Background: an optimization exercise with open tools, aiming at a short achievable clock period and few clock cycles per item. Do not read the settings as production practice.
The RTL was checked by simulation tests, not by an equivalence proof against the original design.
The clock port is modelled as an ideal driver, which makes a skipped or thinned clock tree look cheaper than it is; a real chip needs a root buffer or a tree.

==> lagoon: inputs <==
Design hub75_output, start of the top module:
module hub75_output (
   input  logic                     clk_in,
   input  logic                     rst_in,
   input  pov_pkg::column_pair_t    column_data,
   input  logic [($clog2(32))-1:0]   address_data,
   input  logic                     tvalid,
   output logic                     tready,
   output logic                     tlast,
   output pov_pkg::rgb_bits_t       rgb0,
   output pov_pkg::rgb_bits_t       rgb1,
   output logic                     led_clk,
   output logic                     led_latch,
   output logic                     led_blank,
   output logic [($clog2(32))-1:0]   hub75_address
);
export LEC_CHECK = 0
export CAP_MARGIN = 20
export CORE_AREA = 2 2 288 288
export DIE_AREA = 0 0 290 290
export PLACE_DENSITY = 0.8
export SETUP_SLACK_MARGIN = 3.5
export SLEW_MARGIN = 20
create_clock -name core_clock -period 5.0 [get_ports {clk_in}]
standard.sh (not shown) runs the stock make flow with config.mk's settings and CLKGATE_MAP_FILE= SYNTH_SCRIPT=/design/flow/synth_recipe.tcl, a recipe that flattens the netlist after the stock synthesis.
==> flow/flow/run.sh <==
#!/bin/bash
# Standard ORFS layout (standard.sh) with two changes:
#  - pins placed one routing track apart instead of two, so the die can be smaller;
#  - the clock tree is built by flow/manual_cts.tcl (a two-level tree of clkbuf_16)
#    instead of TritonCTS.
# Full tool output goes to standard.log; ORFS's per-step logs are under orfs/logs.
bash standard.sh 'PLACE_PINS_ARGS=-min_distance 1 -min_distance_in_tracks' "PRE_CTS_TCL=$PWD/flow/manual_cts.tcl" finish > standard.log 2>&1
==> flow/flow/manual_cts.tcl <==
# Two-level clock tree built by hand, in place of TritonCTS.
#   clk_in -> MID_N clkbuf_16 (one per group of leaf buffers)
#          -> leaf clkbuf_16 (one per cluster of about LEAF_SIZE flops)
#          -> flip-flop clock pins
# Every flop sees the same number of buffers; clusters come from k-means
# on the placed flop positions, each buffer sits at its loads' centroid.

set leaf_size 20
set mid_n 4
set leaf_cap [expr {int($leaf_size * 1.3)}]
set buf_master_name sky130_fd_sc_hd__clkinv_16
set leaf_master_name sky130_fd_sc_hd__clkinv_8

set db [ord::get_db]
set block [ord::get_db_block]
set master [$db findMaster $buf_master_name]
set leaf_master [$db findMaster $leaf_master_name]
set clk_net [$block findNet clk_in]

proc iterm_xy {it} {
  set bb [[$it getInst] getBBox]
  return [list [expr {([$bb xMin] + [$bb xMax]) / 2.0}] [expr {([$bb yMin] + [$bb yMax]) / 2.0}]]
}

# k-means; pts is a list of {x y}; returns the cluster index of each point
proc kmeans {pts k iters} {
  set n [llength $pts]
  # seed with points spread along the sorted order
  set order [lsort -real -index 0 [lmap p $pts {set p}]]
  set cx {}
  set cy {}
  for {set i 0} {$i < $k} {incr i} {
    set p [lindex $order [expr {int(($i + 0.5) * $n / $k)}]]
    lappend cx [lindex $p 0]
    lappend cy [lindex $p 1]
  }
  # better seeding: grid over the bounding box
  set xs [lmap p $pts {lindex $p 0}]
  set ys [lmap p $pts {lindex $p 1}]
  set x0 [tcl::mathfunc::min {*}$xs]
  set x1 [tcl::mathfunc::max {*}$xs]
  set y0 [tcl::mathfunc::min {*}$ys]
  set y1 [tcl::mathfunc::max {*}$ys]
  set g [expr {int(ceil(sqrt($k)))}]
  set cx {}
  set cy {}
  for {set i 0} {$i < $k} {incr i} {
    set gx [expr {$i % $g}]
    set gy [expr {$i / $g}]
    set rows [expr {int(ceil(double($k) / $g))}]
    lappend cx [expr {$x0 + ($gx + 0.5) * ($x1 - $x0) / $g}]
    lappend cy [expr {$y0 + ($gy + 0.5) * ($y1 - $y0) / $rows}]
  }
  set assign [lrepeat $n 0]
  for {set it 0} {$it < $iters} {incr it} {
    set assign {}
    foreach p $pts {
      set px [lindex $p 0]
      set py [lindex $p 1]
      set best 0
      set bd 1e30
      for {set c 0} {$c < $k} {incr c} {
        set dx [expr {$px - [lindex $cx $c]}]
        set dy [expr {$py - [lindex $cy $c]}]
        set d [expr {$dx * $dx + $dy * $dy}]
        if {$d < $bd} {
          set bd $d
          set best $c
        }
      }
      lappend assign $best
    }
    set sx [lrepeat $k 0.0]
    set sy [lrepeat $k 0.0]
    set sn [lrepeat $k 0]
    foreach p $pts a $assign {
      lset sx $a [expr {[lindex $sx $a] + [lindex $p 0]}]
      lset sy $a [expr {[lindex $sy $a] + [lindex $p 1]}]
      lset sn $a [expr {[lindex $sn $a] + 1}]
    }
    for {set c 0} {$c < $k} {incr c} {
      if {[lindex $sn $c] > 0} {
        lset cx $c [expr {[lindex $sx $c] / [lindex $sn $c]}]
        lset cy $c [expr {[lindex $sy $c] / [lindex $sn $c]}]
      }
    }
  }
  return [list $assign $cx $cy]
}

proc out_iterm {inst} {
  foreach it [$inst getITerms] {
    if {[$it isOutputSignal]} { return $it }
  }
  error "no output pin on [$inst getName]"
}

proc place_at {inst x y} {
  set m [$inst getMaster]
  set w [$m getWidth]
  set h [$m getHeight]
  $inst setLocation [expr {int($x - $w / 2)}] [expr {int($y - $h / 2)}]
  $inst setPlacementStatus PLACED
}

# sinks: every clock pin on clk_in
set sinks {}
foreach it [$clk_net getITerms] {
  if {[$it isInputSignal] || [[$it getMTerm] getSigType] == "CLOCK" || 1} {
    lappend sinks $it
  }
}
set n_sinks [llength $sinks]
set n_leaf [expr {int(ceil(double($n_sinks) / $leaf_size))}]
puts "manual CTS: $n_sinks sinks, $n_leaf leaf buffers, $mid_n mid buffers"

set pts [lmap it $sinks {iterm_xy $it}]
lassign [kmeans $pts $n_leaf 30] assign lcx lcy

# split any cluster over leaf_cap in two, until none is
set changed 1
while {$changed} {
  set changed 0
  set cnt [lrepeat $n_leaf 0]
  foreach a $assign { lset cnt $a [expr {[lindex $cnt $a] + 1}] }
  for {set c 0} {$c < $n_leaf} {incr c} {
    if {[lindex $cnt $c] > $leaf_cap} {
      set idx {}
      set sub {}
      set i 0
      foreach p $pts a $assign {
        if {$a == $c} { lappend idx $i; lappend sub $p }
        incr i
      }
      lassign [kmeans $sub 2 20] sa scx scy
      lset lcx $c [lindex $scx 0]
      lset lcy $c [lindex $scy 0]
      lappend lcx [lindex $scx 1]
      lappend lcy [lindex $scy 1]
      foreach i $idx a $sa {
        if {$a == 1} { lset assign $i $n_leaf }
      }
      incr n_leaf
      set changed 1
      break
    }
  }
}
# drop empty clusters
set cnt [lrepeat $n_leaf 0]
foreach a $assign { lset cnt $a [expr {[lindex $cnt $a] + 1}] }
set remap {}
set ncx {}
set ncy {}
set k 0
for {set c 0} {$c < $n_leaf} {incr c} {
  if {[lindex $cnt $c] > 0} {
    lappend remap $k
    lappend ncx [lindex $lcx $c]
    lappend ncy [lindex $lcy $c]
    incr k
  } else {
    lappend remap -1
  }
}
set assign [lmap a $assign {lindex $remap $a}]
set lcx $ncx
set lcy $ncy
set n_leaf $k

# leaf buffers
set leaf_insts {}
for {set c 0} {$c < $n_leaf} {incr c} {
  set inst [odb::dbInst_create $block $leaf_master "clkbuf_leaf_m$c"]
  set net [odb::dbNet_create $block "clknet_leaf_m$c"]
  $net setSigType CLOCK
  [out_iterm $inst] connect $net
  place_at $inst [lindex $lcx $c] [lindex $lcy $c]
  lappend leaf_insts $inst
  set leaf_net($c) $net
  set leaf_cnt($c) 0
}
foreach it $sinks a $assign {
  $it disconnect
  $it connect $leaf_net($a)
  incr leaf_cnt($a)
}
set sizes {}
for {set c 0} {$c < $n_leaf} {incr c} { lappend sizes $leaf_cnt($c) }
puts "manual CTS: leaf cluster sizes $sizes"

# mid buffers over the leaf buffers
set lpts {}
for {set c 0} {$c < $n_leaf} {incr c} { lappend lpts [list [lindex $lcx $c] [lindex $lcy $c]] }
lassign [kmeans $lpts $mid_n 30] massign mcx mcy
for {set m 0} {$m < $mid_n} {incr m} {
  set inst [odb::dbInst_create $block $master "clkbuf_mid_m$m"]
  set net [odb::dbNet_create $block "clknet_mid_m$m"]
  $net setSigType CLOCK
  [out_iterm $inst] connect $net
  [$inst findITerm A] connect $clk_net
  place_at $inst [lindex $mcx $m] [lindex $mcy $m]
  set mid_net($m) $net
  set mid_cnt($m) 0
}
foreach inst $leaf_insts a $massign {
  [$inst findITerm A] connect $mid_net($a)
  incr mid_cnt($a)
}
set sizes {}
for {set m 0} {$m < $mid_n} {incr m} { lappend sizes $mid_cnt($m) }
puts "manual CTS: mid group sizes $sizes"

set_propagated_clock [all_clocks]

# the tree is built: the flow's own CTS call becomes a no-op
proc clock_tree_synthesis {args} {
  puts "manual CTS: clock_tree_synthesis $args skipped"
}

# the flow would next clone clock inverters onto every register; the
# tree's inverters are meant to be shared, so that step is skipped too
proc repair_clock_inverters {args} {
  puts "manual CTS: repair_clock_inverters skipped"
}
==> inputs of fjord, as changes to lagoon <==
--- a/flow/flow/manual_cts.tcl
+++ b/flow/flow/manual_cts.tcl
@@ -9,5 +9,3 @@
 set mid_n 4
-set leaf_cap [expr {int($leaf_size * 1.3)}]
-set buf_master_name sky130_fd_sc_hd__clkinv_16
-set leaf_master_name sky130_fd_sc_hd__clkinv_8
+set buf_master_name sky130_fd_sc_hd__clkbuf_16
 
@@ -16,3 +14,2 @@
 set master [$db findMaster $buf_master_name]
-set leaf_master [$db findMaster $leaf_master_name]
 set clk_net [$block findNet clk_in]
@@ -90,9 +87,2 @@
 
-proc out_iterm {inst} {
-  foreach it [$inst getITerms] {
-    if {[$it isOutputSignal]} { return $it }
-  }
-  error "no output pin on [$inst getName]"
-}
-
 proc place_at {inst x y} {
@@ -119,53 +109,2 @@
 
-# split any cluster over leaf_cap in two, until none is
-set changed 1
-while {$changed} {
-  set changed 0
-  set cnt [lrepeat $n_leaf 0]
-  foreach a $assign { lset cnt $a [expr {[lindex $cnt $a] + 1}] }
-  for {set c 0} {$c < $n_leaf} {incr c} {
-    if {[lindex $cnt $c] > $leaf_cap} {
-      set idx {}
-      set sub {}
-      set i 0
-      foreach p $pts a $assign {
-        if {$a == $c} { lappend idx $i; lappend sub $p }
-        incr i
-      }
-      lassign [kmeans $sub 2 20] sa scx scy
-      lset lcx $c [lindex $scx 0]
-      lset lcy $c [lindex $scy 0]
-      lappend lcx [lindex $scx 1]
-      lappend lcy [lindex $scy 1]
-      foreach i $idx a $sa {
-        if {$a == 1} { lset assign $i $n_leaf }
-      }
-      incr n_leaf
-      set changed 1
-      break
-    }
-  }
-}
-# drop empty clusters
-set cnt [lrepeat $n_leaf 0]
-foreach a $assign { lset cnt $a [expr {[lindex $cnt $a] + 1}] }
-set remap {}
-set ncx {}
-set ncy {}
-set k 0
-for {set c 0} {$c < $n_leaf} {incr c} {
-  if {[lindex $cnt $c] > 0} {
-    lappend remap $k
-    lappend ncx [lindex $lcx $c]
-    lappend ncy [lindex $lcy $c]
-    incr k
-  } else {
-    lappend remap -1
-  }
-}
-set assign [lmap a $assign {lindex $remap $a}]
-set lcx $ncx
-set lcy $ncy
-set n_leaf $k
-
 # leaf buffers
@@ -173,6 +112,6 @@
 for {set c 0} {$c < $n_leaf} {incr c} {
-  set inst [odb::dbInst_create $block $leaf_master "clkbuf_leaf_m$c"]
+  set inst [odb::dbInst_create $block $master "clkbuf_leaf_m$c"]
   set net [odb::dbNet_create $block "clknet_leaf_m$c"]
   $net setSigType CLOCK
-  [out_iterm $inst] connect $net
+  [$inst findITerm X] connect $net
   place_at $inst [lindex $lcx $c] [lindex $lcy $c]
@@ -199,3 +138,3 @@
   $net setSigType CLOCK
-  [out_iterm $inst] connect $net
+  [$inst findITerm X] connect $net
   [$inst findITerm A] connect $clk_net
@@ -219,7 +158 @@
 }
-
-# the flow would next clone clock inverters onto every register; the
-# tree's inverters are meant to be shared, so that step is skipped too
-proc repair_clock_inverters {args} {
-  puts "manual CTS: repair_clock_inverters skipped"
-}
==> flow_metrics.env <==
export IMPL_seqPwrFrac_pct=61.6
export IMPL_worst_pin_slew_ps=507
export IMPL_grt_pass1_wl_mm=156
export IMPL_outcome="complete, no violations"
export IMPL_switching_share_pct=25.7
export IMPL_p_clk_mw=4.00
export IMPL_multi_input_area_share_pct=25.7
export IMPL_finalCritPeriodShare_pct=37.6
export IMPL_route_layer_met1_wl_mm=40.6
(the above is from lagoon)
==> flow_metrics.env <==
export IMPL_finalCritPeriodShare_pct=39.2
export IMPL_worst_pin_slew_ps=400
export IMPL_outcome="complete, no violations"
export IMPL_route_layer_met1_wl_mm=40.4
export IMPL_grt_pass1_wl_mm=157
export IMPL_switching_share_pct=21.0
export IMPL_seqPwrFrac_pct=58.0
(the above is from fjord)
Testbench counts of lagoon, summed over its fixed seeds: cycles 62,488, items 320.
Testbench counts of fjord, summed over its fixed seeds: cycles 62,488, items 320.
No run of this note takes its clock network from TritonCTS; it comes from the design's own scripts or RTL.

port drivers added, routing unchanged:
In the flow no input, the clock included, has a driving cell. The finished layouts below were timed again as built, in two steps.
Step 1, drivers: a clkbuf_16 drives clk_in and a buf_2 each remaining input, both assumed.
Step 2 moves the port delays by t, midway between the first and last clock arrival at a register: inputs arrive t later, outputs are due t later. That takes back most of the time a late clock gives input paths.
Slacks: no drivers / after step 1 / after step 2; pairs: no drivers / after step 1.
run | t, ns | slack for setup (ns) | worst setup path after step 2
lagoon | 0.619 | 3.121 / 2.844 / 3.089 | input to register
fjord | 0.600 | 3.040 / 2.900 / 3.019 | input to register
After both steps every run listed still meets setup and hold. The setup slack of lagoon, which loses most, moves by -0.277 ns with the drivers and by -0.032 ns with both steps.
